What follows belongs to an exercise in optimizing a design on an open flow for small area, a short achievable clock period and few clock cycles per item; a production flow would make more cautious choices. Function was checked by simulation only, so behaviour that the tests miss may differ from the original. No activity file was given, so power comes from the tool's default toggle rates.

// touch_median_calibrate_map
module touch_median_calibrate_map #(
  parameter int RAW_BITS = 12
) (
  input  logic                                  clk,
  input  logic                                  rst_n,
  input  logic                                  in_tvalid,
  output logic                                  in_tready,
  input  logic [((3*RAW_BITS+7)/8)*8-1:0]       in_tdata,
  output logic                                  out_tvalid,
  input  logic                                  out_tready,
  output logic [23:0]                           out_tdata,
  output logic                                  out_tuser,
  input  logic                                  cfg_psel,
  input  logic                                  cfg_penable,
  input  logic                                  cfg_pwrite,
  input  logic [tmcm_pkg::CFG_ADDR_BITS-1:0]    cfg_paddr,
  input  logic [tmcm_pkg::CFG_DATA_BITS-1:0]    cfg_pwdata,
  output logic [tmcm_pkg::CFG_DATA_BITS-1:0]    cfg_prdata,
  output logic                                  cfg_pready
);
For scale: about 3300 cells after synthesis, about 140 I/O pins.
make LEC_CHECK=0 CAP_MARGIN=20 CORE_MARGIN=2 CORE_UTILIZATION=40 SETUP_SLACK_MARGIN=3.25 SLEW_MARGIN=20 finish   # period 7.0 ns
run.sh (not shown) runs the stock make flow with config.mk's settings and CLKGATE_MAP_FILE= SYNTH_SCRIPT=/design/flow/synth_recipe.tcl, a recipe that flattens the netlist after the stock synthesis.
The baseline produced a clean layout.
Testbench counts at the start, summed over its fixed seeds: cycles 19,520, items 6,400.
==> next run, changes <==
Settings changed: SETUP_SLACK_MARGIN 3.25 to 2.7.
What happened: Wire length went down by 4.2%. Die area is unchanged. Register-to-register slack is worse by 0.07 ns. Power went down by 2.2%. Hold slack is better by 0.012 ns. Synthesized area does not change. Fmax went down by 4.4%. Cell count went down by 2.2%. Non-clock buffer count went down by 101.

========
Setup of job 7261:
touch_median_calibrate_map, a different RTL version from the one above (not shown whole).
For scale: about 3,100 cells after synthesis, about 140 I/O pins.
// touch_median_calibrate_map
module touch_median_calibrate_map #(
  parameter int RAW_BITS = 12
) (
  input  logic                                  clk,
  input  logic                                  rst_n,
  input  logic                                  in_tvalid,
  output logic                                  in_tready,
  input  logic [((3*RAW_BITS+7)/8)*8-1:0]       in_tdata,
  output logic                                  out_tvalid,
  input  logic                                  out_tready,
  output logic [23:0]                           out_tdata,
  output logic                                  out_tuser,
  input  logic                                  cfg_psel,
  input  logic                                  cfg_penable,
  input  logic                                  cfg_pwrite,
  input  logic [tmcm_pkg::CFG_ADDR_BITS-1:0]    cfg_paddr,
  input  logic [tmcm_pkg::CFG_DATA_BITS-1:0]    cfg_pwdata,
  output logic [tmcm_pkg::CFG_DATA_BITS-1:0]    cfg_prdata,
  output logic                                  cfg_pready
);
  localparam int SB = tmcm_pkg::SCR_BITS;
  localparam int PW = RAW_BITS + SB;
  logic [RAW_BITS-1:0] raw_min_x, raw_max_x, raw_min_y, raw_max_y, press_thr;
  logic [3:0]          orient;
  logic [SB-1:0]       scr_max_x, scr_max_y;
  logic                in_fire, start, adv;
  logic [1:0]          phase;
  logic [RAW_BITS-1:0] mx, my;
  logic                touched;
  logic                wr_en;
  logic [RAW_BITS-1:0] thr_eff;
  logic                low_z_eff;
  logic [9:1]          v_r, s_r;
  logic                sel_r;
  logic [RAW_BITS-1:0] den_x_r, den_y_r;
  logic                empty_x, empty_y;
  logic                ax, mir;
  logic [RAW_BITS-1:0] v, lo, hi, dn, num, num_r;
  logic [RAW_BITS:0]   a, b;
  logic [RAW_BITS+1:0] c;
  logic [SB-1:0]       smax_m;
  logic [PW-1:0]       ps, pc, ps_r, pc_r, prod;
  logic [SB-1:0]       xq [2];
  logic [SB-1:0]       xqn [2];
  logic [SB-1:0]       yq [2];
  logic [SB-1:0]       yqn [2];
  logic [1:0]          xt_r;
  logic [SB-1:0]       qx, qy;
  logic                tt;
  logic                out_valid_r, out_touched_r;
  logic [SB-1:0]       out_x_r, out_y_r;
  assign cfg_pready = 1'b1;
  ...
==> flow/config.mk <==
export PLATFORM = sky130hd
export DESIGN_NAME = touch_median_calibrate_map
export DESIGN_NICKNAME = touch_median_calibrate_map
export VERILOG_FILES = /design/flow/design.v
export SDC_FILE = /design/flow/constraint.sdc
export NUM_CORES = 4
export LEC_CHECK = 0
export CAP_MARGIN = 20
export CORE_MARGIN = 2
export CORE_UTILIZATION = 65
export SETUP_SLACK_MARGIN = 2.95
export SLEW_MARGIN = 20
==> flow/constraint.sdc <==
create_clock -name core_clock -period 7.0 [get_ports {clk}]
set_input_delay 1.4000 -clock core_clock [delete_from_list [all_inputs] [get_ports {clk}]]
set_output_delay 1.4000 -clock core_clock [all_outputs]
set_load 0.01 [all_outputs]
Testbench counts of job 7261, summed over its fixed seeds: cycles 19,520, items 6,400.
Relative to job 7261, the following input files were edited for job 660:
diff --git a/flow/config.mk b/flow/config.mk
--- a/flow/config.mk
+++ b/flow/config.mk
@@ -8,5 +8,7 @@
 export CAP_MARGIN = 20
 export CORE_MARGIN = 2
-export CORE_UTILIZATION = 65
+export CORE_UTILIZATION = 40
+export CTS_BUF_LIST = sky130_fd_sc_hd__clkbuf_4 sky130_fd_sc_hd__clkbuf_8
+export CTS_CLUSTER_SIZE = 40
 export SETUP_SLACK_MARGIN = 2.95
 export SLEW_MARGIN = 20
--- outcome ---
- Job 660 went all the way through the flow, and no timing, DRC or antenna check failed.
- There was hardly any difference in number of multi-input logic gates between job 660 and job 7261.
- Die size: job 660 exceeds job 7261
- Taking job 7261 as the reference point, the number of tap instances of job 660 rises by 362.
- Job 7261 → job 660: global placer's final weighted congestion went down about 8%; share of post-route cells with drive strength above 1 went up 0.47 points.
- In job 660, the share of the final layout cell area in multi-input gates came out 0.84 points below the value in job 7261.
- The share of cell area taken by flip-flops and latches in job 660 sits 0.21 points below the value recorded for job 7261.
- What job 660 reported for cell count has to be multiplied by 0.906 to get the figure for job 7261.
- STATUS fmax: job 660 wins against job 7261
For job 805, these inputs were changed with respect to job 660:
diff --git a/flow/config.mk b/flow/config.mk
--- a/flow/config.mk
+++ b/flow/config.mk
@@ -6,4 +6,5 @@
 export NUM_CORES = 4
 export LEC_CHECK = 0
+export ABC_CLOCK_PERIOD_IN_PS = 4000
 export CAP_MARGIN = 20
 export CORE_MARGIN = 2
--- outcome ---
Job 805 | stages: all done | timing, DRC, antenna: all pass. Diff job 660..job 805 | wire length on met2 | unchanged. As far as clock buffer count in the final layout goes, job 805 and job 660 are indistinguishable; the numbers are identical. Compared job 805 against job 660; area share of xor/xnor cells in the synthesized design within noise. As far as final instance area goes, job 805 and job 660 are indistinguishable; the numbers are identical. As far as fmax goes, job 660 and job 805 are indistinguishable; the numbers are identical. The instance area at placement of job 805 and that of job 660 are within noise of each other.
Inputs modified between job 805 and job 8658:
diff --git a/flow/config.mk b/flow/config.mk
--- a/flow/config.mk
+++ b/flow/config.mk
@@ -6,5 +6,4 @@
 export NUM_CORES = 4
 export LEC_CHECK = 0
-export ABC_CLOCK_PERIOD_IN_PS = 4000
 export CAP_MARGIN = 20
 export CORE_MARGIN = 2
@@ -12,4 +11,4 @@
 export CTS_BUF_LIST = sky130_fd_sc_hd__clkbuf_4 sky130_fd_sc_hd__clkbuf_8
 export CTS_CLUSTER_SIZE = 40
-export SETUP_SLACK_MARGIN = 2.95
+export SETUP_SLACK_MARGIN = 3.05
 export SLEW_MARGIN = 20
### Flow results
No run among job 805 and job 8658 stopped early or left any final violation; all are clean.
When the final numbers for job 805 and job 8658 were put side by side, the sequential share of layout area turned out to be smaller in job 8658.
Job 8658 reports a higher diode insertion count for antenna repair than job 805 does.
Job 8658: depth of the worst register-to-register path 2 above job 805
Register share of total power across job 805 and job 8658: no real change.
Status: total power parity (job 805, job 8658)
Global-route usage delta (job 8658 -> job 805): insignificant
Looking at remaining max-slew budget at the tightest pin across job 805 and job 8658, the one that comes out higher is job 8658.
Compared to job 805, job 8658 shows a wider setup margin.

[separate check: timing with driven ports]
The results above use ideal ports. As a check the final layouts listed here were re-extracted and re-timed, cells and wires unchanged.
Step 1 assumes that a clkbuf_16 drives the clock port and a buf_2 every other input.
Step 2 also shifts input and output timing later by t, the mid clock arrival at the registers, as if the neighbouring blocks saw the same clock.
Three values: no drivers, after step 1, after step 2; two values: the first two.
| run | t, ns | setup WS [ns] | slew at the worst register clock pin (ns) |
|---|---|---|---|
| the first run of note 1 | 0.651 | 2.905 / 2.843 / 2.426 | 0.07 / 0.07 |
| the second run of note 1 | 0.645 | 2.714 / 2.682 / 2.281 | 0.06 / 0.06 |
| job 7261 | 0.647 | 2.901 / 2.838 / 2.397 | 0.07 / 0.07 |
| job 660 | 0.713 | 2.967 / 2.914 / 2.373 | 0.07 / 0.07 |
| job 805 | 0.713 | 2.967 / 2.914 / 2.373 | 0.07 / 0.07 |
| job 8658 | 0.730 | 3.001 / 2.835 / 2.486 | 0.07 / 0.07 |
After both steps every run listed still meets setup and hold.
